This is an optimization exercise on Yosys and OpenROAD, whose aim is small area, not a production implementation.
Only simulation tests tie the RTL to the original design; equivalence was not proved.
No activity file was given, so power comes from the tool's default toggle rates.

// maxpool2x2_stream
module maxpool2x2_stream #(
  parameter int CH     = 6,
  parameter int DW     = 32,
  parameter int OW     = 8,
  parameter int IMG_W  = 28,
  parameter int IMG_H  = 28,
  parameter int QSHIFT = 8
) (
  input  logic             clk,
  input  logic             rst_n,
  input  logic             clear,
  input  logic             in_valid,
  output logic             in_ready,
  input  logic [CH*DW-1:0] in_data,
  output logic             out_valid,
  input  logic             out_ready,
  output logic [CH*OW-1:0] out_data,
  output logic             out_last
);
  localparam int HW = IMG_W / 2;
  localparam int CW = $clog2(IMG_W);
  localparam int RW = $clog2(IMG_H);
  localparam logic [CW-1:0] COL_LAST = CW'(IMG_W - 1);
  localparam logic [RW-1:0] ROW_LAST = RW'(IMG_H - 1);
  logic [CW-1:0]    col_q;
  logic [RW-1:0]    row_q;
  logic             out_valid_q;
  logic [HW-1:0][CH*OW-1:0] ring;
  logic             accept, odd, fill;
  logic [CH*OW-1:0] q_in, m;
  function automatic logic [OW-1:0] quant(input logic [DW-1:0] x);
    logic [DW-1:0] q;
    q = x >> QSHIFT;
    if (x[DW-1])              quant = '0;
    else if ((q >> OW) != '0) quant = '1;
    else                      quant = q[OW-1:0];
  endfunction
  assign in_ready  = !clear && (!out_valid_q || out_ready);
  assign accept    = in_valid && in_ready;
  assign odd       = col_q[0];
  assign fill      = !row_q[0];
  assign out_valid = out_valid_q;
  assign out_data  = ring[1];
  assign out_last  = (col_q == '0) && (row_q == '0);
  function automatic logic gt_u(input logic [OW-1:0] a, input logic [OW-1:0] b);
  ...
==> flow/config.mk <==
export PLATFORM = sky130hd
export DESIGN_NAME = maxpool2x2_stream
export DESIGN_NICKNAME = maxpool2x2_stream
export VERILOG_FILES = /design/flow/design.v
export SDC_FILE = /design/flow/constraint.sdc
export NUM_CORES = 4
export LEC_CHECK = 0
export CAP_MARGIN = 20
export CORE_MARGIN = 2
export CORE_UTILIZATION = 65
export PLACE_DENSITY = 0.75
export SLEW_MARGIN = 20
==> flow/constraint.sdc <==
create_clock -name core_clock -period 8.0 [get_ports {clk}]
set_input_delay 1.6000 -clock core_clock [delete_from_list [all_inputs] [get_ports {clk}]]
set_output_delay 1.6000 -clock core_clock [all_outputs]
set_load 0.01 [all_outputs]
standard.sh (not shown) runs the stock make flow with config.mk's settings and CLKGATE_MAP_FILE= SYNTH_SCRIPT=/design/flow/synth_recipe.tcl, a recipe that flattens the netlist after the stock synthesis.
==> flow/flow/run.sh <==
#!/bin/bash
# Own layout flow: the standard synthesis, then the combinational logic re-mapped for
# area (registers kept exactly as synthesised), then the standard ORFS layout with smaller
# port buffers and a clock tree of smaller buffers without dummy loads.
# Logs: make_synth.log, reopt.log, make_layout.log here; each ORFS step in orfs/logs/.
set -euo pipefail
here=$(pwd)
flowdir=$here/flow
res=$here/orfs/results/$FLOW_PLATFORM/maxpool2x2_stream/base
platdir=$FLOW_HOME/platforms/$FLOW_PLATFORM

export BUFFER_PORTS_ARGS="-buffer_cell sky130_fd_sc_hd__buf_1"
export CTS_ARGS="-sink_clustering_enable -repair_clock_nets -dont_use_dummy_load -buf_list {sky130_fd_sc_hd__clkbuf_4 sky130_fd_sc_hd__clkbuf_8} -sink_clustering_size 20 -sink_clustering_max_diameter 60"

bash standard.sh synth > make_synth.log 2>&1

cp $res/1_2_yosys.v $here/standard_synth.v
export REOPT_IN=$here/standard_synth.v
export REOPT_OUT=$here/reopt.v
export REOPT_ABC=$flowdir/area.abc
export REOPT_LIB=$platdir/lib/sky130_fd_sc_hd__tt_025C_1v80.lib
export REOPT_TOP=$FLOW_TOP
export REOPT_SEQ="$(grep -o 'sky130_fd_sc_hd__[a-z0-9_]*' $REOPT_IN | sort -u | grep -E '__(df|edf|sdf|dl)' | tr '\n' ' ')"
export REOPT_DONT_USE="$(sed -n '/DONT_USE_CELLS += /,/^$/p' $platdir/config.mk | grep -o 'sky130_fd_sc_hd__[a-z0-9_]*' | tr '\n' ' ')"
yosys -c $flowdir/reopt.tcl > reopt.log 2>&1

cp $here/reopt.v $res/1_2_yosys.v
rm -f $res/1_synth.odb $res/1_synth.sdc
bash standard.sh > make_layout.log 2>&1
==> flow/flow/area.abc <==
strash
&get -n
&deepsyn -T 20
&put
dch -f
amap
strash
dch -f
amap
topo
dnsize -c
Other scripts of this flow, unchanged in this note and not shown: flow/flow/reopt.tcl
The baseline finished with timing, DRC and antenna clean.
Then changed:
--- a/flow/flow/run.sh
+++ b/flow/flow/run.sh
@@ -12,3 +12,3 @@
 export BUFFER_PORTS_ARGS="-buffer_cell sky130_fd_sc_hd__buf_1"
-export CTS_ARGS="-sink_clustering_enable -repair_clock_nets -dont_use_dummy_load -buf_list {sky130_fd_sc_hd__clkbuf_4 sky130_fd_sc_hd__clkbuf_8} -sink_clustering_size 20 -sink_clustering_max_diameter 60"
+export CTS_ARGS="-sink_clustering_enable -repair_clock_nets -dont_use_dummy_load -buf_list {sky130_fd_sc_hd__clkbuf_4} -sink_clustering_size 12 -sink_clustering_max_diameter 40"
 
==> flow/flow/area.abc (replaced) <==
strash
dc2
dch -f
amap
strash
dc2
dch -f
amap
strash
dch -f
amap
topo
dnsize -c
Outcome:
- core utilization drops by 0.43 points
- clock skew climbs by 0.038 ns
- cell area climbs by 1.4%
- register-to-register slack improved by 0.39 ns
- combinational power climbs by about 3%
- via count climbs by about 8%

== lagoon ==
maxpool2x2_stream again, from the RTL that the note above started with.
Design maxpool2x2_stream, start of the top module:
module maxpool2x2_stream #(
  parameter int CH     = 6,
  parameter int DW     = 32,
  parameter int OW     = 8,
  parameter int IMG_W  = 28,
  parameter int IMG_H  = 28,
  parameter int QSHIFT = 8
) (
  input  logic             clk,
  input  logic             rst_n,
  input  logic             clear,
  input  logic             in_valid,
  output logic             in_ready,
  input  logic [CH*DW-1:0] in_data,
  output logic             out_valid,
  input  logic             out_ready,
  output logic [CH*OW-1:0] out_data,
  output logic             out_last
);
==> flow/config.mk <==
export PLATFORM = sky130hd
export DESIGN_NAME = maxpool2x2_stream
export DESIGN_NICKNAME = maxpool2x2_stream
export VERILOG_FILES = /design/flow/design.v
export SDC_FILE = /design/flow/constraint.sdc
export NUM_CORES = 4
export LEC_CHECK = 0
export CAP_MARGIN = 20
export CORE_MARGIN = 2
export CORE_UTILIZATION = 65
export PLACE_DENSITY = 0.75
export SLEW_MARGIN = 20
==> flow/constraint.sdc <==
create_clock -name core_clock -period 8.0 [get_ports {clk}]
set_input_delay 1.6000 -clock core_clock [delete_from_list [all_inputs] [get_ports {clk}]]
set_output_delay 1.6000 -clock core_clock [all_outputs]
set_load 0.01 [all_outputs]
==> flow/flow/run.sh <==
#!/bin/bash
# Own layout flow: the standard synthesis, then the combinational logic re-mapped for
# area (registers kept exactly as synthesised), then the standard ORFS layout with smaller
# port buffers and a clock tree of smaller buffers without dummy loads.
# Logs: make_synth.log, reopt.log, make_layout.log here; each ORFS step in orfs/logs/.
set -euo pipefail
here=$(pwd)
flowdir=$here/flow
res=$here/orfs/results/$FLOW_PLATFORM/maxpool2x2_stream/base
platdir=$FLOW_HOME/platforms/$FLOW_PLATFORM

export BUFFER_PORTS_ARGS="-buffer_cell sky130_fd_sc_hd__buf_1"
export CTS_ARGS="-sink_clustering_enable -repair_clock_nets -dont_use_dummy_load -buf_list {sky130_fd_sc_hd__clkbuf_4 sky130_fd_sc_hd__clkbuf_8} -sink_clustering_size 20 -sink_clustering_max_diameter 60"

bash standard.sh synth > make_synth.log 2>&1

cp $res/1_2_yosys.v $here/standard_synth.v
export REOPT_IN=$here/standard_synth.v
export REOPT_OUT=$here/reopt.v
export REOPT_ABC=$flowdir/area.abc
export REOPT_LIB=$platdir/lib/sky130_fd_sc_hd__tt_025C_1v80.lib
export REOPT_TOP=$FLOW_TOP
export REOPT_SEQ="$(grep -o 'sky130_fd_sc_hd__[a-z0-9_]*' $REOPT_IN | sort -u | grep -E '__(df|edf|sdf|dl)' | tr '\n' ' ')"
export REOPT_DONT_USE="$(sed -n '/DONT_USE_CELLS += /,/^$/p' $platdir/config.mk | grep -o 'sky130_fd_sc_hd__[a-z0-9_]*' | tr '\n' ' ')"
yosys -c $flowdir/reopt.tcl > reopt.log 2>&1

cp $here/reopt.v $res/1_2_yosys.v
rm -f $res/1_synth.odb $res/1_synth.sdc
bash standard.sh > make_layout.log 2>&1
==> flow/flow/area.abc <==
strash
dc2
dch -f
amap
strash
dc2
dch -f
amap
strash
dch -f
amap
topo
dnsize -c
Other scripts of this flow, unchanged in this note and not shown: flow/flow/reopt.tcl
In summary, lagoon completed successfully, with a layout that passed the timing, design-rule and antenna checks.
Inputs modified between lagoon and harbor:
-- flow/flow/run.sh --
<<< lagoon, line 11

export BUFFER_PORTS_ARGS="-buffer_cell sky130_fd_sc_hd__buf_1"
export CTS_ARGS="-sink_clustering_enable -repair_clock_nets -dont_use_dummy_load -buf_list {sky130_fd_sc_hd__clkbuf_4 sky130_fd_sc_hd__clkbuf_8} -sink_clustering_size 20 -sink_clustering_max_diameter 60"

bash standard.sh synth > make_synth.log 2>&1
>>> harbor, line 11

export BUFFER_PORTS_ARGS="-buffer_cell sky130_fd_sc_hd__buf_1"
export CTS_ARGS="-sink_clustering_enable -repair_clock_nets -dont_use_dummy_load -buf_list {sky130_fd_sc_hd__clkbuf_8 sky130_fd_sc_hd__clkbuf_16} -sink_clustering_buffer sky130_fd_sc_hd__clkbuf_16 -root_buf sky130_fd_sc_hd__clkbuf_8 -sink_clustering_size 40 -sink_clustering_max_diameter 60"

bash standard.sh synth > make_synth.log 2>&1
==> flow/flow/area.abc <==
strash
&get -n
&deepsyn -T 20
&put
dch -f
amap
strash
dch -f
amap
topo
dnsize -c
--- outcome ---
The higher share of power burned in the clock network came out of harbor.
harbor vs lagoon, highest signal layer in the routed design: met4 vs met5
The die area reported for harbor is smaller than that of lagoon by 490 sq um.
Taking lagoon as the reference, in harbor area used by sequential logic in the layout now sits at about the same level, total wire length now sits at about the same level.
harbor reports its critical path capture point as ring[231] while lagoon reports out_last.
diff inputs: harbor => sierra
-- flow/flow/run.sh --
<<< harbor, line 11

export BUFFER_PORTS_ARGS="-buffer_cell sky130_fd_sc_hd__buf_1"
export CTS_ARGS="-sink_clustering_enable -repair_clock_nets -dont_use_dummy_load -buf_list {sky130_fd_sc_hd__clkbuf_8 sky130_fd_sc_hd__clkbuf_16} -sink_clustering_buffer sky130_fd_sc_hd__clkbuf_16 -root_buf sky130_fd_sc_hd__clkbuf_8 -sink_clustering_size 40 -sink_clustering_max_diameter 60"

bash standard.sh synth > make_synth.log 2>&1
>>> sierra, line 11

export BUFFER_PORTS_ARGS="-buffer_cell sky130_fd_sc_hd__buf_1"
export CTS_ARGS="-sink_clustering_enable -repair_clock_nets -dont_use_dummy_load -buf_list {sky130_fd_sc_hd__clkbuf_4 sky130_fd_sc_hd__clkbuf_8} -sink_clustering_size 20 -sink_clustering_max_diameter 60"

bash standard.sh synth > make_synth.log 2>&1
==> flow/flow/area.abc <==
strash
&get -n
&deepsyn -T 60
&put
dch -f
amap
strash
dch -f
amap
topo
dnsize -c
-- flow/config.mk --
<<< harbor, line 8
export CAP_MARGIN = 20
export CORE_MARGIN = 2
export CORE_UTILIZATION = 65
export PLACE_DENSITY = 0.75
export SLEW_MARGIN = 20
>>> sierra, line 8
export CAP_MARGIN = 20
export CORE_MARGIN = 2
export CORE_UTILIZATION = 70
export PLACE_DENSITY = 0.8
export SLEW_MARGIN = 20
Summary of sierra over harbor: core area lower; wire length of the first global-routing pass went down about 5%.
Wire: sierra routes less than harbor
Delta(post-route minimum period, sierra - harbor) < 0
Compared with harbor, sierra shows effective utilization at floorplan higher by 4.6 points.
From harbor to sierra the numbers moved as follows: depth of the worst register-to-register path ~0 delta; portion of the clock cycle consumed by the worst path in the final layout -1.4 points; tightest slew margin relative to the limit +4.8 points.
Against harbor as the reference, sierra delivers a higher total routing usage reported by global routing.
Of harbor and sierra, sierra shows the lower placer congestion estimate, with harbor above it.
Area overhead of the layout relative to synthesis was lower in the run labelled sierra.

==> static timing again, ports no longer ideal <==
The flow's constraints put no driver on any port. The routed layouts listed below were extracted and timed again, unchanged, in two steps.
Step 1: set_driving_cell puts a clkbuf_16 on clk and a buf_2 on each other input, an assumption about the parent block.
Step 2 also shifts input and output timing later by t, the mid clock arrival at the registers, as if the neighbouring blocks saw the same clock.
a / b / c = ideal ports / drivers / drivers and shift; a / b = the first two.
| run | t (ns) | setup WS [ns] | worst register clock-pin slew, ns | cell pins on the clock port's net |
|---|---|---|---|---|
| the first run of note 1 | 0.602 | 3.346 / 3.298 / 3.397 | 0.12 / 0.12 | 1 |
| the second run of note 1 | 0.764 | 3.451 / 3.400 / 3.376 | 0.12 / 0.12 | 1 |
| lagoon | 0.603 | 3.653 / 3.605 / 3.327 | 0.11 / 0.11 | 1 |
| harbor | 0.631 | 3.330 / 3.330 / 3.330 | 0.11 / 0.11 | 1 |
| sierra | 0.599 | 3.443 / 3.394 / 3.552 | 0.12 / 0.12 | 1 |
After both steps every run listed still meets setup and hold. The setup slack of lagoon, which loses most, moves by -0.048 ns with the drivers and by -0.326 ns with both steps.
